What follows belongs to an exercise in optimizing a design on an open flow for small area, a short achievable clock period and few clock cycles per item; a production flow would make more cautious choices. In this exercise RTL edits were held to simulation tests only and were not proved equivalent to the original.

==> flow/design.v (outline; a module is shown in full before it is edited, if it fits) <==
// module pcc_ram: 39 lines
// module pcc_div: 34 lines
// module pcc_wrom: 523 lines
// module pcc_mac_tree: 741 lines
// module piecewise_cosine_curve_eval: 297 lines
module piecewise_cosine_curve_eval
#(
  parameter int MAX_KNOTS  = 8,
  parameter int PHASE_BITS = 10
) (
  input  logic               clk_i,
  input  logic               rst_ni,
  input  logic               in_valid_i,
  output logic               in_stall_o,
  input  logic               kind_i,
  input  logic [2:0]         knot_index_i,
  input  logic signed [15:0] knot_x_i,
  input  logic signed [15:0] knot_y_i,
  input  logic signed [15:0] query_x_i,
  output logic               out_valid_o,
  input  logic               out_stall_i,
  output logic signed [15:0] height_o,
  output logic               in_segment_o,
  input  logic               psel,
  input  logic               penable,
  input  logic               pwrite,
  input  logic [2:0]         paddr,
  input  logic [31:0]        pwdata,
  output logic [31:0]        prdata,
  output logic               pready
);
  // ...
==> flow/run.sh <==
#!/bin/bash
# synth_recipe.tcl (not shown) runs the flow's synth.tcl, then flattens the netlist and writes it again
# the make line also repeats each setting of config.mk as NAME=value (left out here)
make -C /OpenROAD-flow-scripts/flow DESIGN_CONFIG=/design/flow/config.mk WORK_HOME=/design/flow/orfs CLKGATE_MAP_FILE= SYNTH_SCRIPT=/design/flow/synth_recipe.tcl finish
==> flow/config.mk <==
export PLATFORM = sky130hd
export DESIGN_NAME = piecewise_cosine_curve_eval
export DESIGN_NICKNAME = piecewise_cosine_curve_eval
export VERILOG_FILES = /design/flow/design.v
export SDC_FILE = /design/flow/constraint.sdc
export NUM_CORES = 4
export LEC_CHECK = 0
export CAP_MARGIN = 50
export CORE_MARGIN = 2
export CORE_UTILIZATION = 40
export SLEW_MARGIN = 70
export SYNTH_MEMORY_MAX_BITS = 16384
==> flow/constraint.sdc <==
create_clock -name core_clock -period 13.0 [get_ports {clk_i}]
set_input_delay 2.6000 -clock core_clock [delete_from_list [all_inputs] [get_ports {clk_i}]]
set_output_delay 2.6000 -clock core_clock [all_outputs]
set_load 0.01 [all_outputs]
==> flow_summary.ini, run 1 <==
[final_layout]
multi_input_comb_cells = 3840
seq_share_pct = 38.9
largest_class = multi-input combinational cells
nNonClkInverters = 563
instances_no_fill = 7859
regArea_mm2 = 0.0273
seq_cells = 919
final_common_cell = edfxtp_1

[synth]
yosysWarnings = 22
syn_area_per_cell_um2 = 11.1
synth_fp_nets = 6404
synth.largest_area_cell = edfxtp_1

[global_route]
gr-usage-met3_pct = 2.95
met1_usage_pct = 28.2
grt_use_total_pct = 20.4
gr-max-usage-layer = met2
grt_max_degree = 76

[place]
dp_cells = 7661
port-buffer-count = 126

[cts]
numCtsBuffers = 101
cts_hold_buf = 0
cts_tree = done
cts.path.max_buffers = 3
cts_setup_buffers = 0

[routing]
drtPass1Iterations = 13

[hold_path]
hold_path_depth = 0

[critical_path]
crit_path_max_fanout = 8

[status]
outcome = no timing/DRC/antenna violations

[timing]
skew_ps = 85.2
worstMarginPinSlew_ps = 509
Testbench counts, summed over its fixed seeds: cycles 2,328, items 1,920.
==> module pcc_ram, before the edit <==
module pcc_ram (
  input  logic          clk_i,
  input  logic          rst_ni,
  input  logic          adv_i,
  input  logic          we_i,
  input  logic [2:0]    waddr_i,
  input  logic [15:0]   wx_i,
  input  logic [15:0]   wy_i,
  output logic [127:0]  x_o,
  output logic [127:0]  y_o
);
  logic        we_q;
  logic [2:0]  waddr_q;
  logic [15:0] wx_q;
  logic [15:0] wy_q;
  always_ff @(posedge clk_i or negedge rst_ni) begin
    if (!rst_ni)    we_q <= 1'b0;
    else if (adv_i) we_q <= we_i;
  end
  always_ff @(posedge clk_i) begin
    if (adv_i) begin
      waddr_q <= waddr_i;
      wx_q    <= wx_i;
      wy_q    <= wy_i;
    end
  end
  for (genvar k = 0; k < 8; k++) begin : g_slot
    logic [15:0] x_q;
    logic [15:0] y_q;
    always_ff @(posedge clk_i) begin
      if (adv_i && we_q && (waddr_q == 3'(k))) begin
        x_q <= wx_q;
        y_q <= wy_q;
      end
    end
    assign x_o[16*k +: 16] = x_q;
    assign y_o[16*k +: 16] = y_q;
  end
endmodule
==> module pcc_div, before the edit <==
module pcc_div (
  input  logic [15:0] r_i,
  input  logic [15:0] w_i,
  output logic [15:0] r_o,
  output logic [1:0]  q_o
);
  logic [17:0] r4, a2;
  logic [16:0] a1, a3, cs, cc;
  assign r4 = {r_i, 2'b00};
  assign a2 = r4 - {1'b0, w_i, 1'b0};
  assign a1 = r4[16:0] - {1'b0, w_i};
  assign cs = r4[16:0] ^ ~{w_i, 1'b0} ^ ~{1'b0, w_i};
  assign cc = (r4[16:0] & ~{w_i, 1'b0}) | (r4[16:0] & ~{1'b0, w_i}) | (~{w_i, 1'b0} & ~{1'b0, w_i});
  assign a3 = cs + {cc[15:0], 1'b1} + 17'd1;
  always_comb begin
    if (!a2[17]) begin
      if (!a3[16]) begin
        q_o = 2'd3;
        r_o = a3[15:0];
      end else begin
        q_o = 2'd2;
        r_o = a2[15:0];
      end
    end else begin
      if (!a1[16]) begin
        q_o = 2'd1;
        r_o = a1[15:0];
      end else begin
        q_o = 2'd0;
        r_o = r4[15:0];
      end
    end
  end
endmodule
==> module piecewise_cosine_curve_eval, before the edit <==
module piecewise_cosine_curve_eval
#(
  parameter int MAX_KNOTS  = 8,
  parameter int PHASE_BITS = 10
) (
  input  logic               clk_i,
  input  logic               rst_ni,
  input  logic               in_valid_i,
  output logic               in_stall_o,
  input  logic               kind_i,
  input  logic [2:0]         knot_index_i,
  input  logic signed [15:0] knot_x_i,
  input  logic signed [15:0] knot_y_i,
  input  logic signed [15:0] query_x_i,
  output logic               out_valid_o,
  input  logic               out_stall_i,
  output logic signed [15:0] height_o,
  output logic               in_segment_o,
  input  logic               psel,
  input  logic               penable,
  input  logic               pwrite,
  input  logic [2:0]         paddr,
  input  logic [31:0]        pwdata,
  output logic [31:0]        prdata,
  output logic               pready
);
  localparam int DSTG = 5;   
  logic [3:0]  knot_count_q;
  logic [15:0] base_height_q;
  logic [31:0] prdata_q;
  assign pready = 1'b1;
  always_ff @(posedge clk_i or negedge rst_ni) begin
    if (!rst_ni) begin
      knot_count_q  <= '0;
      base_height_q <= '0;
    end else if (psel && penable && pwrite) begin
      if (paddr[2]) base_height_q <= pwdata[15:0];
      else          knot_count_q  <= pwdata[3:0];
    end
  end
  always_ff @(posedge clk_i) begin
    prdata_q <= paddr[2] ? {{16{base_height_q[15]}}, base_height_q} : {28'd0, knot_count_q};
  end
  assign prdata = prdata_q;
  logic         freeze_q;
  logic         adv;
  logic         take;
  logic [127:0] kx;
  logic [127:0] ky;
  logic         go_q;
  assign in_stall_o = !go_q;
  assign adv        = !freeze_q;
  assign take       = in_valid_i && adv;
  pcc_ram u_ram (
    .clk_i   (clk_i),
    .rst_ni  (rst_ni),
    .adv_i   (adv),
    .we_i    (in_valid_i && !kind_i),
    .waddr_i (knot_index_i),
    .wx_i    (knot_x_i),
    .wy_i    (knot_y_i),
    .x_o     (kx),
    .y_o     (ky)
  );
  logic        v0_q;
  logic [15:0] q0_q;
  always_ff @(posedge clk_i or negedge rst_ni) begin
    if (!rst_ni)  v0_q <= 1'b0;
    else if (adv) v0_q <= take && kind_i;
  end
  always_ff @(posedge clk_i) begin
    if (adv) q0_q <= query_x_i;
  end
  logic [7:0] ge;
  logic [7:0] le;
  logic [6:0] hit;
  logic [6:0] first;
  always_comb begin
    for (int i = 0; i < 8; i++) begin
      ge[i] = $signed(q0_q) >= $signed(kx[16*i +: 16]);
      le[i] = $signed(q0_q) <= $signed(kx[16*i +: 16]);
    end
    for (int i = 0; i < 7; i++) begin
      hit[i] = ge[i] && le[i+1] && (knot_count_q >= 4'(i + 2));
    end
    first = hit & ~{hit[5:0] | {hit[4:0], 1'b0} | {hit[3:0], 2'b0} | {hit[2:0], 3'b0} |
                    {hit[1:0], 4'b0} | {hit[0], 5'b0}, 1'b0};
  end
  logic        v1_q;
  logic [15:0] q1_q;
  logic [6:0]  first1_q;
  always_ff @(posedge clk_i or negedge rst_ni) begin
    if (!rst_ni)  v1_q <= 1'b0;
    else if (adv) v1_q <= v0_q;
  end
  always_ff @(posedge clk_i) begin
    if (adv) begin
      q1_q     <= q0_q;
      first1_q <= first;
    end
  end
  logic [15:0] sx0, sx1, sy0, sy1;
  always_comb begin
    sx0 = '0;
    sx1 = '0;
    sy0 = '0;
    sy1 = '0;
    for (int i = 0; i < 7; i++) begin
      sx0 |= {16{first1_q[i]}} & kx[16*i +: 16];
      sx1 |= {16{first1_q[i]}} & kx[16*(i+1) +: 16];
      sy0 |= {16{first1_q[i]}} & ky[16*i +: 16];
      sy1 |= {16{first1_q[i]}} & ky[16*(i+1) +: 16];
    end
  end
  logic        v2_q, h2_q;
  logic [15:0] ofs2_q, w2_q, ya2_q, yb2_q;
  always_ff @(posedge clk_i or negedge rst_ni) begin
    if (!rst_ni)  v2_q <= 1'b0;
    else if (adv) v2_q <= v1_q;
  end
  always_ff @(posedge clk_i) begin
    if (adv) begin
      h2_q   <= |first1_q;
      ofs2_q <= q1_q - sx0;
      w2_q   <= sx1 - sx0;
      ya2_q  <= sy0;
      yb2_q  <= sy1;
    end
  end
  logic        full2, upf2;
  assign full2 = (ofs2_q == w2_q);
  assign upf2  = full2 && (w2_q != '0);
  logic                 dv_q   [DSTG-1];
  logic                 dh_q   [DSTG-1];
  logic                 dful_q [DSTG-1];
  logic                 dupf_q [DSTG-1];
  logic [15:0]          dr_q   [DSTG-1];
  logic [15:0]          dw_q   [DSTG-1];
  logic [15:0]          dya_q  [DSTG-1];
  logic [15:0]          dyb_q  [DSTG-1];
  logic [2*DSTG-3:0]    dp_q   [DSTG-1];
  for (genvar g = 0; g < DSTG - 1; g++) begin : g_div
    logic              v_in, h_in, ful_in, upf_in;
    logic [15:0]       r_in, w_in, ya_in, yb_in;
    logic [2*DSTG-3:0] p_in;
    logic [15:0]       r_out;
    logic [1:0]        qb;
    if (g == 0) begin : g_first
      assign v_in   = v2_q;
      assign h_in   = h2_q;
      assign ful_in = full2;
      assign upf_in = upf2;
      assign r_in   = ofs2_q;
      assign w_in   = w2_q;
      assign ya_in  = ya2_q;
      assign yb_in  = yb2_q;
      assign p_in   = '0;
    end else begin : g_next
      assign v_in   = dv_q[g-1];
      assign h_in   = dh_q[g-1];
      assign ful_in = dful_q[g-1];
      assign upf_in = dupf_q[g-1];
      assign r_in   = dr_q[g-1];
      assign w_in   = dw_q[g-1];
      assign ya_in  = dya_q[g-1];
      assign yb_in  = dyb_q[g-1];
      assign p_in   = dp_q[g-1];
    end
    pcc_div u_div (.r_i(r_in), .w_i(w_in), .r_o(r_out), .q_o(qb));
    always_ff @(posedge clk_i or negedge rst_ni) begin
      if (!rst_ni)  dv_q[g] <= 1'b0;
      else if (adv) dv_q[g] <= v_in;
    end
    always_ff @(posedge clk_i) begin
      if (adv) begin
        dh_q[g]   <= h_in;
        dful_q[g] <= ful_in;
        dupf_q[g] <= upf_in;
        dr_q[g]   <= r_out;
        dw_q[g]   <= w_in;
        dya_q[g]  <= ya_in;
        dyb_q[g]  <= yb_in;
        dp_q[g]   <= (g == 0) ? {6'd0, qb} : {p_in[2*DSTG-5:0], qb};
      end
    end
  end
  localparam int L = DSTG - 2;
  logic [15:0] r_unused;
  logic [1:0]  qlast;
  logic [7:0]  phi;
  logic        p9;
  logic [7:0]  nhi_inc;
  logic [9:0]  pf;
  logic        up;
  pcc_div u_div_last (.r_i(dr_q[L]), .w_i(dw_q[L]), .r_o(r_unused), .q_o(qlast));
  assign phi     = dp_q[L];
  assign p9      = phi[7];
  assign nhi_inc = {1'b0, ~phi[6:0]} + 8'd1;
  always_comb begin
    if (dful_q[L]) begin
      pf = 10'd0;
    end else if (p9) begin
      pf[1:0] = ~qlast + 2'd1;
      pf[9:2] = (qlast == 2'd0) ? nhi_inc : {1'b0, ~phi[6:0]};
    end else begin
      pf = {1'b0, phi[6:0], qlast};
    end
  end
  assign up = dful_q[L] ? dupf_q[L] : p9;
  logic        v7_q, h7_q;
  logic [9:0]  pf7_q;
  logic [16:0] d7_q;
  logic [15:0] b7_q;
  always_ff @(posedge clk_i or negedge rst_ni) begin
    if (!rst_ni)  v7_q <= 1'b0;
    else if (adv) v7_q <= dv_q[L];
  end
  always_ff @(posedge clk_i) begin
    if (adv) begin
      h7_q  <= dh_q[L];
      pf7_q <= pf;
      d7_q  <= up ? ({dya_q[L][15], dya_q[L]} - {dyb_q[L][15], dyb_q[L]})
                  : ({dyb_q[L][15], dyb_q[L]} - {dya_q[L][15], dya_q[L]});
      b7_q  <= up ? dyb_q[L] : dya_q[L];
    end
  end
  logic [13:0] wt;
  pcc_wrom u_wrom (.p_i(pf7_q), .w_o(wt));
  logic        v9_q, h9_q;
  logic [13:0] wt9_q;
  logic [16:0] d9_q;
  logic [15:0] b9_q;
  always_ff @(posedge clk_i or negedge rst_ni) begin
    if (!rst_ni)  v9_q <= 1'b0;
    else if (adv) v9_q <= v7_q;
  end
  always_ff @(posedge clk_i) begin
    if (adv) begin
      h9_q  <= h7_q;
      wt9_q <= wt;
      d9_q  <= d7_q;
      b9_q  <= b7_q;
    end
  end
  logic [29:0] ms, mc;
  pcc_mac_tree u_mac (.d_i(d9_q), .t_i(wt9_q), .base_i(b9_q), .s_o(ms), .c_o(mc));
  logic        v10_q, h10_q;
  logic [29:0] ms10_q, mc10_q;
  always_ff @(posedge clk_i or negedge rst_ni) begin
    if (!rst_ni)  v10_q <= 1'b0;
    else if (adv) v10_q <= v9_q;
  end
  always_ff @(posedge clk_i) begin
    if (adv) begin
      h10_q  <= h9_q;
      ms10_q <= ms;
      mc10_q <= mc;
    end
  end
  logic [29:0] msum;
  logic [16:0] res;
  assign msum = ms10_q + mc10_q;
  assign res  = h10_q ? {1'b1, msum[29:14]} : {1'b0, base_height_q};
  logic        hv_q, sv_q;
  logic [16:0] hd_q, sd_q;
  logic        push, pop;
  assign push = adv && v10_q;
  assign pop  = hv_q && !out_stall_i;
  always_ff @(posedge clk_i or negedge rst_ni) begin
    if (!rst_ni) begin
      hv_q     <= 1'b0;
      sv_q     <= 1'b0;
      freeze_q <= 1'b0;
      go_q     <= 1'b1;
    end else begin
      if (!hv_q || pop) begin
        hv_q <= sv_q || push;
        sv_q <= 1'b0;
      end else if (push) begin
        sv_q <= 1'b1;
      end
      freeze_q <= hv_q && !pop && (sv_q || push);
      go_q     <= !(hv_q && !pop && (sv_q || push));
    end
  end
  always_ff @(posedge clk_i) begin
    if (!hv_q || pop) begin
      hd_q <= sv_q ? sd_q : res;
    end
    if (hv_q && !pop && push) begin
      sd_q <= res;
    end
  end
  assign out_valid_o  = hv_q;
  assign height_o     = hd_q[15:0];
  assign in_segment_o = hd_q[16];
endmodule
==> run 2: changes to the inputs <==
--- a/flow/design.v
+++ b/flow/design.v
@@ -11,3 +11,3 @@
   input  logic [15:0]   wy_i,
-  output logic [127:0]  x_o,
+  output logic [127:0]  nx_o,
   output logic [127:0]  y_o
@@ -25,3 +25,3 @@
       waddr_q <= waddr_i;
-      wx_q    <= wx_i;
+      wx_q    <= ~wx_i;
       wy_q    <= wy_i;
@@ -38,3 +38,3 @@
     end
-    assign x_o[16*k +: 16] = x_q;
+    assign nx_o[16*k +: 16] = x_q;
     assign y_o[16*k +: 16] = y_q;
@@ -44,5 +44,6 @@
   input  logic [15:0] r_i,
-  input  logic [15:0] w_i,
+  input  logic [15:0] nw_i,
   output logic [15:0] r_o,
-  output logic [1:0]  q_o
+  output logic [1:0]  q_o,
+  output logic        z_o
 );
@@ -51,7 +52,8 @@
   assign r4 = {r_i, 2'b00};
-  assign a2 = r4 - {1'b0, w_i, 1'b0};
-  assign a1 = r4[16:0] - {1'b0, w_i};
-  assign cs = r4[16:0] ^ ~{w_i, 1'b0} ^ ~{1'b0, w_i};
-  assign cc = (r4[16:0] & ~{w_i, 1'b0}) | (r4[16:0] & ~{1'b0, w_i}) | (~{w_i, 1'b0} & ~{1'b0, w_i});
+  assign a2 = r4 + {1'b1, nw_i, 1'b1} + 18'd1;
+  assign a1 = r4[16:0] + {1'b1, nw_i} + 17'd1;
+  assign cs = r4[16:0] ^ {nw_i, 1'b1} ^ {1'b1, nw_i};
+  assign cc = (r4[16:0] & {nw_i, 1'b1}) | (r4[16:0] & {1'b1, nw_i}) | ({nw_i, 1'b1} & {1'b1, nw_i});
   assign a3 = cs + {cc[15:0], 1'b1} + 17'd1;
+  assign z_o = a2[17] && a1[16];
   always_comb begin
@@ -1387,3 +1389,3 @@
   logic         take;
-  logic [127:0] kx;
+  logic [127:0] knx;
   logic [127:0] ky;
@@ -1401,3 +1403,3 @@
     .wy_i    (knot_y_i),
-    .x_o     (kx),
+    .nx_o    (knx),
     .y_o     (ky)
@@ -1413,2 +1415,5 @@
   end
+  logic [16:0] sm [8];
+  logic [7:0] gt;
+  logic [7:0] eq;
   logic [7:0] ge;
@@ -1419,4 +1424,7 @@
     for (int i = 0; i < 8; i++) begin
-      ge[i] = $signed(q0_q) >= $signed(kx[16*i +: 16]);
-      le[i] = $signed(q0_q) <= $signed(kx[16*i +: 16]);
+      sm[i] = {q0_q[15], q0_q} + {knx[16*i+15], knx[16*i +: 16]};
+      gt[i] = !sm[i][16];
+      eq[i] = &(q0_q ^ knx[16*i +: 16]);
+      ge[i] = gt[i] || eq[i];
+      le[i] = !gt[i];
     end
@@ -1441,13 +1449,13 @@
   end
-  logic [15:0] sx0, sx1, sy0, sy1;
+  logic [15:0] snx0, snx1, sy0, sy1;
   always_comb begin
-    sx0 = '0;
-    sx1 = '0;
-    sy0 = '0;
-    sy1 = '0;
+    snx0 = '0;
+    snx1 = '0;
+    sy0  = '0;
+    sy1  = '0;
     for (int i = 0; i < 7; i++) begin
-      sx0 |= {16{first1_q[i]}} & kx[16*i +: 16];
-      sx1 |= {16{first1_q[i]}} & kx[16*(i+1) +: 16];
-      sy0 |= {16{first1_q[i]}} & ky[16*i +: 16];
-      sy1 |= {16{first1_q[i]}} & ky[16*(i+1) +: 16];
+      snx0 |= {16{first1_q[i]}} & knx[16*i +: 16];
+      snx1 |= {16{first1_q[i]}} & knx[16*(i+1) +: 16];
+      sy0  |= {16{first1_q[i]}} & ky[16*i +: 16];
+      sy1  |= {16{first1_q[i]}} & ky[16*(i+1) +: 16];
     end
@@ -1455,3 +1463,3 @@
   logic        v2_q, h2_q;
-  logic [15:0] ofs2_q, w2_q, ya2_q, yb2_q;
+  logic [15:0] ofs2_q, nw2_q, ya2_q, yb2_q;
   always_ff @(posedge clk_i or negedge rst_ni) begin
@@ -1463,4 +1471,4 @@
       h2_q   <= |first1_q;
-      ofs2_q <= q1_q - sx0;
-      w2_q   <= sx1 - sx0;
+      ofs2_q <= q1_q + snx0 + 16'd1;
+      nw2_q  <= snx1 + ~snx0;
       ya2_q  <= sy0;
@@ -1470,4 +1478,4 @@
   logic        full2, upf2;
-  assign full2 = (ofs2_q == w2_q);
-  assign upf2  = full2 && (w2_q != '0);
+  assign full2 = &(ofs2_q ^ nw2_q);
+  assign upf2  = full2 && (nw2_q != 16'hffff);
   logic                 dv_q   [DSTG-1];
@@ -1477,3 +1485,3 @@
   logic [15:0]          dr_q   [DSTG-1];
-  logic [15:0]          dw_q   [DSTG-1];
+  logic [15:0]          dnw_q  [DSTG-1];
   logic [15:0]          dya_q  [DSTG-1];
@@ -1483,3 +1491,3 @@
     logic              v_in, h_in, ful_in, upf_in;
-    logic [15:0]       r_in, w_in, ya_in, yb_in;
+    logic [15:0]       r_in, nw_in, ya_in, yb_in;
     logic [2*DSTG-3:0] p_in;
@@ -1493,3 +1501,3 @@
       assign r_in   = ofs2_q;
-      assign w_in   = w2_q;
+      assign nw_in  = nw2_q;
       assign ya_in  = ya2_q;
@@ -1503,3 +1511,3 @@
       assign r_in   = dr_q[g-1];
-      assign w_in   = dw_q[g-1];
+      assign nw_in  = dnw_q[g-1];
       assign ya_in  = dya_q[g-1];
@@ -1508,3 +1516,3 @@
     end
-    pcc_div u_div (.r_i(r_in), .w_i(w_in), .r_o(r_out), .q_o(qb));
+    pcc_div u_div (.r_i(r_in), .nw_i(nw_in), .r_o(r_out), .q_o(qb), .z_o());
     always_ff @(posedge clk_i or negedge rst_ni) begin
@@ -1519,3 +1527,3 @@
         dr_q[g]   <= r_out;
-        dw_q[g]   <= w_in;
+        dnw_q[g]  <= nw_in;
         dya_q[g]  <= ya_in;
@@ -1529,2 +1537,3 @@
   logic [1:0]  qlast;
+  logic        qzero;
   logic [7:0]  phi;
@@ -1534,3 +1543,3 @@
   logic        up;
-  pcc_div u_div_last (.r_i(dr_q[L]), .w_i(dw_q[L]), .r_o(r_unused), .q_o(qlast));
+  pcc_div u_div_last (.r_i(dr_q[L]), .nw_i(dnw_q[L]), .r_o(r_unused), .q_o(qlast), .z_o(qzero));
   assign phi     = dp_q[L];
@@ -1542,4 +1551,4 @@
     end else if (p9) begin
-      pf[1:0] = ~qlast + 2'd1;
-      pf[9:2] = (qlast == 2'd0) ? nhi_inc : {1'b0, ~phi[6:0]};
+      pf[1:0] = {qlast[1] ^ qlast[0], qlast[0]};
+      pf[9:2] = qzero ? nhi_inc : {1'b0, ~phi[6:0]};
     end else begin
@@ -1549,2 +1558,5 @@
   assign up = dful_q[L] ? dupf_q[L] : p9;
+  logic [15:0] ybase, yfar;
+  assign ybase = up ? dyb_q[L] : dya_q[L];
+  assign yfar  = up ? dya_q[L] : dyb_q[L];
   logic        v7_q, h7_q;
@@ -1561,5 +1573,4 @@
       pf7_q <= pf;
-      d7_q  <= up ? ({dya_q[L][15], dya_q[L]} - {dyb_q[L][15], dyb_q[L]})
-                  : ({dyb_q[L][15], dyb_q[L]} - {dya_q[L][15], dya_q[L]});
-      b7_q  <= up ? dyb_q[L] : dya_q[L];
+      d7_q  <= {yfar[15], yfar} - {ybase[15], ybase};
+      b7_q  <= ybase;
     end
--- a/flow/config.mk
+++ b/flow/config.mk
@@ -7,6 +7,6 @@
 export LEC_CHECK = 0
-export CAP_MARGIN = 50
+export CAP_MARGIN = 20
 export CORE_MARGIN = 2
 export CORE_UTILIZATION = 40
-export SLEW_MARGIN = 70
+export SLEW_MARGIN = 20
 export SYNTH_MEMORY_MAX_BITS = 16384
==> run 2 against run 1 <==
Maximum frequency decreased by 9.0%. Still clean. Clock skew decreased by 20 ps. Sequential cell count unchanged.
==> flow_summary.ini, run 2 <==
[status]
outcome = no timing/DRC/antenna violations

[final_layout]
final_common_cell = edfxtp_1
drive_gt1_share_pct = 6.90
regArea_mm2 = 0.0273
reg_top3 = u_ram.g_slot.x_q x128, u_ram.g_slot.y_q x128
layout_common_cells = edfxtp_1 (868), ha_1 (440), inv_1 (361), nand2_1 (344), a21oi_1 (306)
n_antenna_cell = 0
fillerInstances = 14100
areaGrowthSynthToFinish_pct = 11.1
final_nets = 6326
multiInputGateArea_mm2 = 0.0321

[synth]
synth.largest_area_cell = edfxtp_1
synth_top_area_share_pct = 42.2
synth_fp_nets = 6294
synth.most_common_cell = edfxtp_1
synthArstFlopShare_pct = 3.81
yosysWarnings = 24
synth.top_cells.by_count = edfxtp_1 (868), ha_1 (440), inv_1 (363)
ys_seq_area_share_pct = 44.1
syn_inst = 5487
syn_area_per_cell_um2 = 11.3
synth_cell_types = 102
yosys_register_bits = 919
synthTopCellsByArea = edfxtp_1 (42%), ha_1 (8.9%), fa_1 (8.8%), mux2i_1 (2.6%), a21oi_1 (2.5%)
syn_area_mm2 = 0.0618
synth_ff_type = edfxtp_1
synth_edf_count = 868

[critical_path]
crit_chain = buf_4 -> a22oi_1 -> nand3_1 -> inv_1 -> ha_1 -> a21o_1 -> a21oi_1 -> o21ai_1 -> a21oi_1 -> o21ai_1 -> a221o_1 -> or4_1 -> a2111o_1 -> nand4_1
crit_path_max_fanout = 48
worst-path-buf-inv = 2
criticalPathCategory = register to register
crit_required_ps = 13530
slowest_stage = edfxtp_1
cp.arrival_ps = 5450
rr_worst_depth = 14
max_stage_delay_ps = 860
cp.depth = 14
worst_setup_path_start_kind = register
endpoint_kind = register
critPathTopFamily = compound AO/OA/AOI/OAI gates

[timing]
period_share_pct = 37.8
hold_viol = 0
relSlewSlack_pct = 29.9
finalSetupViolCount = 0
rsz0062_at_grt = false
worstMarginPinSlew_ps = 1050
finalSetupTns_ps = 0
final.min_clock_period_ps = 4910
slew_viol_final = 0
skew_ps = 65.2
timing.fmax_ghz = 0.204

[floorplanning]
fp.dieH_um = 397
io_pins = 146
core_mm2 = 0.154
start_util_pct = 40.2
die_w_um = 397
placementRows = 144
die_area_mm2 = 0.158

[global_route]
grt_max_degree = 160
antenna_found_initial = 2
grt_pass1_wl_um = 252000
grt_overflow = 0
grt_use_total_pct = 20.2
grt_pass1_vias = 44500

[routing]
drt_first_iter_violations = 3841
antenna_left = 0
drc = 0
drtPass1Iterations = 8
via_per_inst = 5.71
vias = 43700
post_drt_wl_per_cell_um = 21.0
drt_wl_total_um = 161000

[cts]
clk_pin_slew_worst_paths_ps = 60
clock-sinks = 919
cts_tree = done
cts_hold_buf = 0
numCtsBuffers = 100
clock_latency_ps = 740
cts_resized = 0
cts_setup_buffers = 0
htreeDepth = 3
cts-root-buf = clkbuf_16
cts.path.max_buffers = 3

[job]
maxCapViolCount = 0

[place]
gp_congestion = 0.969
dp_hpwl_um = 113000
port-buffer-count = 126

[hold_path]
hold_path_depth = 0
min_path_type = register to register
-- run 2: worst reg2reg max path, stage by stage, from the launching register on --
cell and delay (ps):
edfxtp_1 860, buf_4 680, a22oi_1 260, nand3_1 230, inv_1 110, ha_1 280
a21o_1 180, a21oi_1 210, o21ai_1 90, a21oi_1 230, o21ai_1 140, a221o_1 380
or4_1 550, a2111o_1 390, nand4_1 120
-- run 2: logic make-up (layout without fill, tap and decap cells) --
logic type | count (synthesis) | in the layout | share of synthesized area, %
xor gates and xnor gates | 219 | 219 | 3.19
AOI/OAI and AO/OA | 1353 | 1353 | 14.9
and+or+nand+nor | 1380 | 1380 | 11.1
other | 1 | 1 | 0.00607
DFF | 919 | 919 | 44.1
muxes | 256 | 256 | 4.62
adders and majority gates | 731 | 731 | 18.1
buffers and inverters | 628 | 746 | 4.06
-- run 2: routing by layer --
metal	track usage, %	vias up	wire (um)
li1	-	20500	-
met3	2.93	312	9620
met1	26.2	21400	68500
met5	0	-	27
met4	7.73	4	5500
met2	34.1	1450	77200
-- run 2: path summary, 6_finish.rpt --
path | slack, ps | startpoint | endpoint
setup / recovery | 8090 | first1_q[2] | nw2_q[15]
hold / removal | 380 | dya_q[1][1] | dya_q[2][1]
setup reg to reg | 8090 | first1_q[2] | nw2_q[15]
hold reg to reg | 380 | dya_q[1][1] | dya_q[2][1]
max in group asynchronous | 10520 | rst_ni | v1_q
min in group asynchronous | 1950 | rst_ni | base_height_q[7]
-- run 2: layout make-up --
type	count	share of cell area [%]
multi-input combinational	3940	46.7
sequential	919	39.7
tap	2044	3.73
clock buffer	107	3.68
timing repair buffer	188	2.54
inverter	370	2.03
clock inverter	81	1.55
-- run 2: through the flow --
step	util (%)	area, um2	hold WS (ps)	setup WS [ps]	std cells
finish	44.7	68600	375	8090	7649
global route	44.7	68600	388	7920	7649
CTS	44.6	68600	369	8150	7649
detailed placement	42.3	65000	405	7920	7461
global placement	42.3	65000	401	7890	7461
floorplan	-	61800	400	3420	5487
Testbench counts of run 2, summed over its fixed seeds: cycles 2,328, items 1,920.
==> run 3: changes to the inputs <==
--- a/flow/config.mk
+++ b/flow/config.mk
@@ -7,6 +7,6 @@
 export LEC_CHECK = 0
-export CAP_MARGIN = 20
+export CAP_MARGIN = 50
 export CORE_MARGIN = 2
 export CORE_UTILIZATION = 40
-export SLEW_MARGIN = 20
+export SLEW_MARGIN = 70
 export SYNTH_MEMORY_MAX_BITS = 16384
==> run 3 against run 2 <==
Still clean on timing, DRC and antenna. Routed wire length grew 0.25%. Via count grew 1.4%. Cell count grew 1.6%. Sequential share of layout area shrank 0.96 points. Sequential cell count is the same. Worst setup slack gained 240 ps. First-iteration DRC count grew 2.8%.
==> flow_summary.ini, run 3 <==
[cts]
clock-sinks = 919
cts_setup_buffers = 0
clock_latency_ps = 720
cts_tree = done
clk_pin_slew_worst_paths_ps = 60
htreeDepth = 3
cts_resized = 0
cts-root-buf = clkbuf_16
cts_hold_buf = 0
numCtsBuffers = 100
cts.path.max_buffers = 3

[timing]
slew_viol_final = 0
timing.fmax_ghz = 0.214
finalSetupTns_ps = 0
final.min_clock_period_ps = 4670
hold_viol = 0
skew_ps = 65.7
setup_slack_ps = 8330
rsz0062_at_grt = false
period_share_pct = 35.9
finalSetupViolCount = 0

[critical_path]
cp.arrival_ps = 5220
cp-endpoint = nw2_q[15]
r2r_start = first1_q[3]
worst_setup_path_start_kind = register
critPathLaunch = first1_q[3]
endpoint_kind = register
criticalPathCategory = register to register
rr_worst_depth = 16
crit_path_max_fanout = 50
crit_required_ps = 13550
ff2ff_setup_slack_ps = 8330
reg2reg_to = nw2_q[15]

[routing]
drt_first_iter_violations = 3950
antenna_left = 0
post_drt_wl_per_cell_um = 20.7
drt_wl_total_um = 161000
drc = 0
vias = 44300
drtPass1Iterations = 7
via_per_inst = 5.70

[floorplanning]
io_pins = 146
fp.dieH_um = 397
core_mm2 = 0.154
die_area_mm2 = 0.158
start_util_pct = 40.2
placementRows = 144
die_w_um = 397

[final_layout]
final_common_cell = edfxtp_1
areaGrowthSynthToFinish_pct = 13.9
reg_top3 = u_ram.g_slot.x_q x128, u_ram.g_slot.y_q x128
layout_common_cells = edfxtp_1 (868), ha_1 (430), inv_1 (361), nand2_1 (340), a21oi_1 (301)
final_nets = 6450
drive_gt1_share_pct = 10.2
fillerInstances = 13900

[status]
outcome = no timing/DRC/antenna violations

[synth]
synth_fp_nets = 6294
synth_ff_type = edfxtp_1
synth_edf_count = 868
syn_area_per_cell_um2 = 11.3
synth.top_cells.by_count = edfxtp_1 (868), ha_1 (440), inv_1 (363)
synthTopCellsByArea = edfxtp_1 (42%), ha_1 (8.9%), fa_1 (8.8%), mux2i_1 (2.6%), a21oi_1 (2.5%)
yosysWarnings = 24
synth_cell_types = 102
ys_seq_area_share_pct = 44.1
synth.largest_area_cell = edfxtp_1
syn_area_mm2 = 0.0618
yosys_register_bits = 919
syn_inst = 5487
synth.most_common_cell = edfxtp_1
synth_top_area_share_pct = 42.2
synthArstFlopShare_pct = 3.81

[global_route]
grt_overflow = 0
grt_max_degree = 73
antenna_found_initial = 2
grt_pass1_wl_um = 254000
grt_pass1_vias = 45100
grt_use_total_pct = 20.3

[place]
port-buffer-count = 126
dp_slack_ps = 8430
gp_congestion = 0.969
dp_hpwl_um = 117000

[job]
maxCapViolCount = 0

[hold_path]
min_path_type = register to register
## run 3: worst min-delay path by stage
stage                            from     endpoint  slack, ps  depth (start not counted)
after floorplan               b7_q[0]      b9_q[0]        400                          0
after global placement        dh_q[0]      dh_q[1]        400                          0
after detailed placement      d7_q[0]      d9_q[0]        400                          0
after CTS                 dyb_q[2][3]  dyb_q[3][3]        360                          0
after global routing      dyb_q[2][3]  dyb_q[3][3]        370                          0
final                         b7_q[1]      b9_q[1]        360                          0
## run 3: worst max-delay path, stage by stage, from the launching register on
cell and delay (ps):
edfxtp_1 480, buf_4 220, buf_2 170, buf_8 230, a222oi_1 390, nand3_1 250, inv_1 160, ha_1 230
a21o_1 180, a21oi_1 220, o21ai_1 90, a21oi_1 230, o21ai_1 140, a221o_1 380, or4_1 550, a2111o_1 390
nand4_1 120
## run 3: metal layers
layer  up-vias  part of all wire [%]  track usage (%)
li1      20800                     -                -
met1     21700                    42             26.5
met2      1509                    48             34.3
met3       312                   6.3             2.85
met4         2                   3.3             7.42
met5         -                0.0081                0
## run 3: kinds of logic (layout without fill, tap and decap cells)
group                    Yosys count  in the layout  share of synthesized area, %
AND/OR/NAND/NOR                 1380           1380                          11.1
AO/OA/AOI/OAI                   1353           1353                          14.9
flip-flops                       919            919                          44.1
adder cells (fa/ha/maj)          731            731                          18.1
buffers and inverters            628            868                          4.06
multiplexers                     256            256                          4.62
XOR/XNOR                         219            219                          3.19
other                              1              2                       0.00607
## run 3: metrics by stage
stage	util (%)	cells	hold WS, ps	instance area (um2)
finish	45.8	7772	358	70300
global route	45.8	7771	371	70300
CTS	45.5	7753	363	70000
detailed placement	43.2	7567	405	66500
global placement	42.3	7461	401	65000
floorplan	-	5487	400	61800
## run 3: cell type report
| class | count | area (um2) | area share, % |
|---|---|---|---|
| clock buffer | 122 | 2690 | 3.82 |
| multi-input combinational | 3940 | 32600 | 46.3 |
| inverter | 370 | 1400 | 2.00 |
| sequential | 919 | 27300 | 38.8 |
| timing repair buffer | 312 | 3010 | 4.28 |
| antenna | 1 | 2.50 | 0.00356 |
| tap | 2044 | 2560 | 3.64 |
| clock inverter | 64 | 831 | 1.18 |
==> run 4: changes to the inputs <==
--- a/flow/design.v
+++ b/flow/design.v
@@ -1439,2 +1439,3 @@
   logic [6:0]  first1_q;
+  logic [6:0]  hit1_q;
   always_ff @(posedge clk_i or negedge rst_ni) begin
@@ -1447,2 +1448,3 @@
       first1_q <= first;
+      hit1_q   <= hit;
     end
@@ -1450,3 +1452,6 @@
   logic [15:0] snx0, snx1, sy0, sy1;
+  logic [6:0]  firsty;
   always_comb begin
+    firsty = hit1_q & ~{hit1_q[5:0] | {hit1_q[4:0], 1'b0} | {hit1_q[3:0], 2'b0} |
+                        {hit1_q[2:0], 3'b0} | {hit1_q[1:0], 4'b0} | {hit1_q[0], 5'b0}, 1'b0};
     snx0 = '0;
@@ -1458,4 +1463,4 @@
       snx1 |= {16{first1_q[i]}} & knx[16*(i+1) +: 16];
-      sy0  |= {16{first1_q[i]}} & ky[16*i +: 16];
-      sy1  |= {16{first1_q[i]}} & ky[16*(i+1) +: 16];
+      sy0  |= {16{firsty[i]}} & ky[16*i +: 16];
+      sy1  |= {16{firsty[i]}} & ky[16*(i+1) +: 16];
     end
@@ -1470,3 +1475,3 @@
     if (adv) begin
-      h2_q   <= |first1_q;
+      h2_q   <= |hit1_q;
       ofs2_q <= q1_q + snx0 + 16'd1;
--- a/flow/config.mk
+++ b/flow/config.mk
@@ -9,3 +9,4 @@
 export CORE_MARGIN = 2
-export CORE_UTILIZATION = 40
+export CORE_UTILIZATION = 60
+export PLACE_DENSITY = 0.7
 export SLEW_MARGIN = 70
==> run 4 against run 3 <==
Clock skew fell by 29 ps. Largest cell class unchanged. Critical endpoint is now ms10_q[14]. Cell count fell by 6.3%. Count of clock-buffer cells in the layout fell by 9. Still clean on timing, DRC and antenna. Sequential share of layout area rose by 0.40 points.
==> flow_summary.ini, run 4 <==
[synth]
syn_area_per_cell_um2 = 11.0
yosys_register_bits = 925
synth_cell_types = 94
synth.most_common_cell = edfxtp_1
synthArstFlopShare_pct = 3.78
syn_inst = 5686
ys_seq_area_share_pct = 43.9
synth_top_area_share_pct = 41.9
synth_ff_type = edfxtp_1
synth.top_cells.by_count = edfxtp_1 (874), ha_1 (440), nand2_1 (390)
synth.largest_area_cell = edfxtp_1
syn_area_mm2 = 0.0626
synthTopCellsByArea = edfxtp_1 (42%), ha_1 (8.8%), fa_1 (8.7%), a21oi_1 (2.8%), nand2_1 (2.3%)
yosysWarnings = 24
synth_fp_nets = 6493
synth_edf_count = 874

[global_route]
grt_overflow = 0
met1_usage_pct = 41.9
grt_pass1_vias = 45100
grt_pass1_wl_um = 256000
gr-max-usage-layer = met2
grtUsageMet2_pct = 49.7
grt_max_degree = 73
antenna_found_initial = 2
gr-usage-met3_pct = 4.88
grt_use_total_pct = 30.6

[final_layout]
final_area_mm2 = 0.0701
drive_gt1_share_pct = 10.0
fillerInstances = 7800
n_antenna_cell = 0
layout_common_cells = edfxtp_1 (874), ha_1 (430), nand2_1 (383), inv_1 (372), a21oi_1 (351)
areaGrowthSynthToFinish_pct = 12.0
final_nets = 6631
reg_top3 = u_ram.g_slot.x_q x128, u_ram.g_slot.y_q x128
final_common_cell = edfxtp_1

[timing]
period_share_pct = 33.8
rsz0062_at_grt = false
final.min_clock_period_ps = 4400
skew_ps = 36.6
finalSetupViolCount = 0
hold_viol = 0
slew_viol_final = 0
finalSetupTns_ps = 0
timing.fmax_ghz = 0.228

[cts]
cts_hold_buf = 0
cts_resized = 0
cts_tree = done
cts.path.max_buffers = 3
cts_setup_buffers = 0
clock_latency_ps = 720
clk_pin_slew_worst_paths_ps = 60
cts-root-buf = clkbuf_16
numCtsBuffers = 95
htreeDepth = 3
clock-sinks = 925

[status]
outcome = no timing/DRC/antenna violations

[place]
dp_hpwl_um = 120000
gp_congestion = 0.974
dpl_cell_area_mm2 = 0.0666
port-buffer-count = 126

[routing]
drc = 0
drt_wl_total_um = 164000
via_per_inst = 6.34
drt_first_iter_violations = 4922
drtPass1Iterations = 9
post_drt_wl_per_cell_um = 22.6
antenna_left = 0
vias = 46200

[critical_path]
crit_chain = buf_2 -> nand2_1 -> fa_1 -> inv_1 -> fa_1 -> inv_1 -> fa_1 -> fa_1 -> fa_1 -> inv_1 -> fa_1
worst_setup_path_start_kind = register
endpoint_kind = register
cp.arrival_ps = 4820
crit_top_cell = fa_1
crit_path_max_fanout = 7
criticalPathCategory = register to register
slowest_stage = fa_1
crit_required_ps = 13420
max_stage_delay_ps = 570

[floorplanning]
placementRows = 118
die_area_mm2 = 0.107
die_w_um = 327
io_pins = 146
fp.dieH_um = 327
core_mm2 = 0.103
start_util_pct = 60.5

[job]
maxCapViolCount = 0

[hold_path]
min_path_type = register to register
==> run 4: changes by cell type after synthesis, moves of 20 or more <==
cell	before	now
mux2i_1	160	100
nor2b_1	56	107
a21oi_1	306	354
nand2_1	344	390
nor2_1	284	313
a211oi_1	60	87
a22oi_1	132	106
o21ai_0	241	216
nand3b_1	7	28
o2111ai_1	9	29
==> run 4: per-layer routing <==
metal / up-vias / share of wire (%) / routed length, um
met3: 391 / 7.3 / 12000
met5: - / 0.0079 / 13
met4: 2 / 3.5 / 5820
li1: 21400 / - / -
met2: 1884 / 47 / 77600
met1: 22500 / 42 / 68700
==> run 4: metrics by stage <==
stage	hold WS [ps]	util, %	std cells	setup WS (ps)
after floorplan	400	-	5686	3320
after detailed placement	405	64.4	7087	8620
after global placement	401	62.9	6980	7770
after CTS	413	67.4	7260	8400
after global routing	417	67.7	7280	8450
final	412	67.7	7280	8600
==> run 4: logic make-up (layout without fill, tap and decap cells) <==
group,count (synthesis),in the layout,share of synthesized area [%]
AO/OA/AOI/OAI,1410,1410,15.4
XOR/XNOR,225,225,3.21
adder cells (fa/ha/maj),727,727,17.8
buffers and inverters,651,865,4.07
flip-flops,925,925,43.9
multiplexers,180,180,3.20
other,1,1,0.00599
AND/OR/NAND/NOR,1567,1567,12.6
==> run 4: final cells by class <==
class | instances | area (um2) | area share (%)
clock buffer | 113 | 2460 | 3.52
clock inverter | 60 | 662 | 0.944
inverter | 379 | 1430 | 2.04
multi-input combinational | 4110 | 33300 | 47.5
sequential | 925 | 27500 | 39.2
tap | 1380 | 1730 | 2.46
timing repair buffer | 313 | 3080 | 4.39
==> run 4: final timing paths <==
path / end / slack (ps) / cells past startpoint / startpoint
max in group asynchronous: go_q / 10900 / 1 / rst_ni
hold reg to reg: dyb_q[2][1] / 410 / 0 / dyb_q[1][1]
min in group asynchronous: base_height_q[7] / 1790 / 1 / rst_ni
setup reg to reg: ms10_q[14] / 8600 / 11 / wt9_q[1]
setup / recovery: ms10_q[14] / 8600 / 11 / wt9_q[1]
hold / removal: dyb_q[2][1] / 410 / 0 / dyb_q[1][1]
==> run 4: worst max-delay path: cells and delay by family (launching register included) <==
family        cells  cell delay (ps)
fa+ha+maj         6             3050
buf+inv           4              460
simple gates      1              100
flops             1              540
Testbench counts of run 4, summed over its fixed seeds: cycles 2,328, items 1,920.
==> run 5: changes to the inputs <==
--- a/flow/config.mk
+++ b/flow/config.mk
@@ -9,4 +9,5 @@
 export CORE_MARGIN = 2
-export CORE_UTILIZATION = 60
-export PLACE_DENSITY = 0.7
+export CORE_UTILIZATION = 40
+export CTS_CLUSTER_DIAMETER = 120
+export CTS_CLUSTER_SIZE = 22
 export SLEW_MARGIN = 70
==> run 5 against run 4 <==
Sequential cell count stayed put. Sequential share of layout area up 0.41 points. Worst setup slack worse by 80 ps. Critical path type unchanged. Non-clock buffer count rose by 10.
==> flow_summary.ini, run 5 <==
[routing]
drt_first_iter_violations = 4066
vias = 45300
drc = 0
drtPass1Iterations = 9
via_per_inst = 5.76
antenna_left = 0
drt_wl_total_um = 167000
post_drt_wl_per_cell_um = 21.3

[final_layout]
layout_common_cells = edfxtp_1 (874), ha_1 (430), nand2_1 (383), inv_1 (372), a21oi_1 (349)
regArea_mm2 = 0.0275
reg_top3 = u_ram.g_slot.x_q x128, u_ram.g_slot.y_q x128
areaGrowthSynthToFinish_pct = 10.9
drive_gt1_share_pct = 9.04
final_common_cell = edfxtp_1
multiInputGateArea_mm2 = 0.0333
fillerInstances = 14300
final_nets = 6596

[critical_path]
criticalPathCategory = register to register
crit_path_max_fanout = 9
worst_setup_path_start_kind = register
endpoint_kind = register
cp.arrival_ps = 4900
crit_required_ps = 13420

[synth]
synth-simple-area-share_pct = 12.6
yosysWarnings = 24
synth-xor-area-share_pct = 3.21
synth.most_common_cell = edfxtp_1
synth_edf_count = 874
syn_area_mm2 = 0.0626
syn_area_per_cell_um2 = 11.0
synthArstFlopShare_pct = 3.78
synth_top_area_share_pct = 41.9
synth_mux_area_share_pct = 3.20
synth.top_cells.by_count = edfxtp_1 (874), ha_1 (440), nand2_1 (390)
synthAdderAreaFrac_pct = 17.8
syn_inst = 5686
synth_cell_types = 94
yosys_register_bits = 925
synth_fp_nets = 6493
synthTopCellsByArea = edfxtp_1 (42%), ha_1 (8.8%), fa_1 (8.7%), a21oi_1 (2.8%), nand2_1 (2.3%)
synth_ff_type = edfxtp_1
synth.largest_area_cell = edfxtp_1
synth_compound_area_share_pct = 15.4
ys_seq_area_share_pct = 43.9
synth_top_family_by_area = adder cells

[place]
gp_congestion = 0.934
port-buffer-count = 126
dp_hpwl_um = 125000

[cts]
cts.path.max_buffers = 3
clock_latency_ps = 690
clock-sinks = 925
numCtsBuffers = 50
cts_setup_buffers = 0
cts_resized = 0
cts_hold_buf = 0
clk_pin_slew_worst_paths_ps = 90
cts-root-buf = clkbuf_16
cts_tree = done
htreeDepth = 2

[timing]
timing.fmax_ghz = 0.223
finalSetupTns_ps = 0
skew_ps = 36.2
rsz0062_at_grt = false
worstMarginPinSlew_ps = 523
relSlewSlack_pct = 64.8
hold_ws_ps = 405
period_share_pct = 34.4
final.min_clock_period_ps = 4480
finalSetupViolCount = 0
hold_viol = 0
slew_viol_final = 0

[floorplanning]
io_pins = 146
die_w_um = 400
placementRows = 145
fp.dieH_um = 400
die_area_mm2 = 0.160
start_util_pct = 40.2
core_mm2 = 0.156

[status]
outcome = no timing/DRC/antenna violations

[global_route]
gr-usage-met3_pct = 2.48
met1_usage_pct = 28.6
grt_max_degree = 71
grt_pass1_vias = 45200
grtUsageMet2_pct = 33.9
grt_use_total_pct = 20.8
grt_overflow = 0
antenna_found_initial = 2
gr-max-usage-layer = met2
grt_pass1_wl_um = 261000

[hold_path]
min_path_type = register to register

[job]
maxCapViolCount = 0
-- run 5: routing by layer --
layer | up-vias | wire length, um
met5 | - | 13
met4 | 2 | 6010
met3 | 280 | 9950
met2 | 1490 | 78300
met1 | 22300 | 73000
li1 | 21200 | -
-- run 5: cell type report --
type                    instances  share of cell area (%)
inverters                     379                    2.06
flip-flops and latches        925                    39.6
well taps                    2058                    3.71
repair buffers                323                    4.55
clock inverters                13                   0.218
diodes                          1                 0.00361
multi-input cells            4110                    48.0
clock buffers                  58                    1.85
-- run 5: logic make-up after synthesis --
family          Yosys count
simple gates           1567
fa+ha+maj               727
compound gates         1410
buf+inv                 651
xor+xnor                225
other cells               1
mux                     180
flops                   925
-- run 5: worst paths after layout --
check / slack, ps / from / to / depth (start not counted)
worst max-delay path: 8520 / d9_q[16] / ms10_q[18] / 11
worst min-delay path: 400 / yb2_q[4] / dyb_q[0][4] / 0
worst max register to register: 8520 / d9_q[16] / ms10_q[18] / 11
worst min register to register: 400 / yb2_q[4] / dyb_q[0][4] / 0
max in group asynchronous: 10880 / rst_ni / go_q / 1
min in group asynchronous: 1800 / rst_ni / base_height_q[9] / 1
-- run 5: worst max-delay path, stage by stage, from the launching register on --
cell,delay [ps]
edfxtp_1,500
buf_2,240
and2_1,190
fa_1,540
inv_1,60
fa_1,510
inv_1,60
fa_1,530
fa_1,450
fa_1,510
fa_1,590
inv_1,60
-- run 5: metrics by stage --
stage / utilization [%] / setup slack (ps) / instance area [um2] / cells
after floorplan: - / 3320 / 62600 / 5686
after CTS: 44.3 / 8430 / 69100 / 7855
after detailed placement: 43.4 / 8520 / 67700 / 7784
final: 44.5 / 8520 / 69400 / 7867
after global routing: 44.5 / 8360 / 69400 / 7866
after global placement: 42.3 / 7950 / 66000 / 7661

-- afterwards: timing with drivers on the ports --
In the flow no input, the clock included, has a driving cell. The finished layouts below were timed again as built, in two steps. Step 1 sets driving cells, clkbuf_16 on the clock port and buf_2 on the other inputs (assumed; they add their load-dependent delay and slew). Step 2 also shifts input and output timing later by t, the mid clock arrival at the registers, as if the neighbouring blocks saw the same clock. a / b / c = ideal ports / drivers / drivers and shift; a / b = the first two.
run | shift t [ns] | setup slack, ns | hold slack, ns | worst setup path after step 2 | latest minus earliest clock arrival (ns)
run 1 | 0.793 | 8.528 / 8.488 / 8.528 | 0.380 / 0.380 / 0.380 | register to register | 0.085 / 0.085
run 2 | 0.781 | 8.087 / 8.087 / 7.954 | 0.375 / 0.375 / 0.375 | input to register | 0.065 / 0.065
run 3 | 0.768 | 8.330 / 8.330 / 8.330 | 0.358 / 0.358 / 0.358 | register to register | 0.068 / 0.069
run 4 | 0.761 | 8.605 / 8.561 / 8.605 | 0.412 / 0.412 / 0.412 | register to register | 0.039 / 0.040
run 5 | 0.744 | 8.525 / 8.525 / 8.525 | 0.405 / 0.405 / 0.405 | register to register | 0.042 / 0.042
After both steps every run listed still meets setup and hold. The setup slack of run 2, which loses most, moves by 0.000 ns with the drivers and by -0.133 ns with both steps.
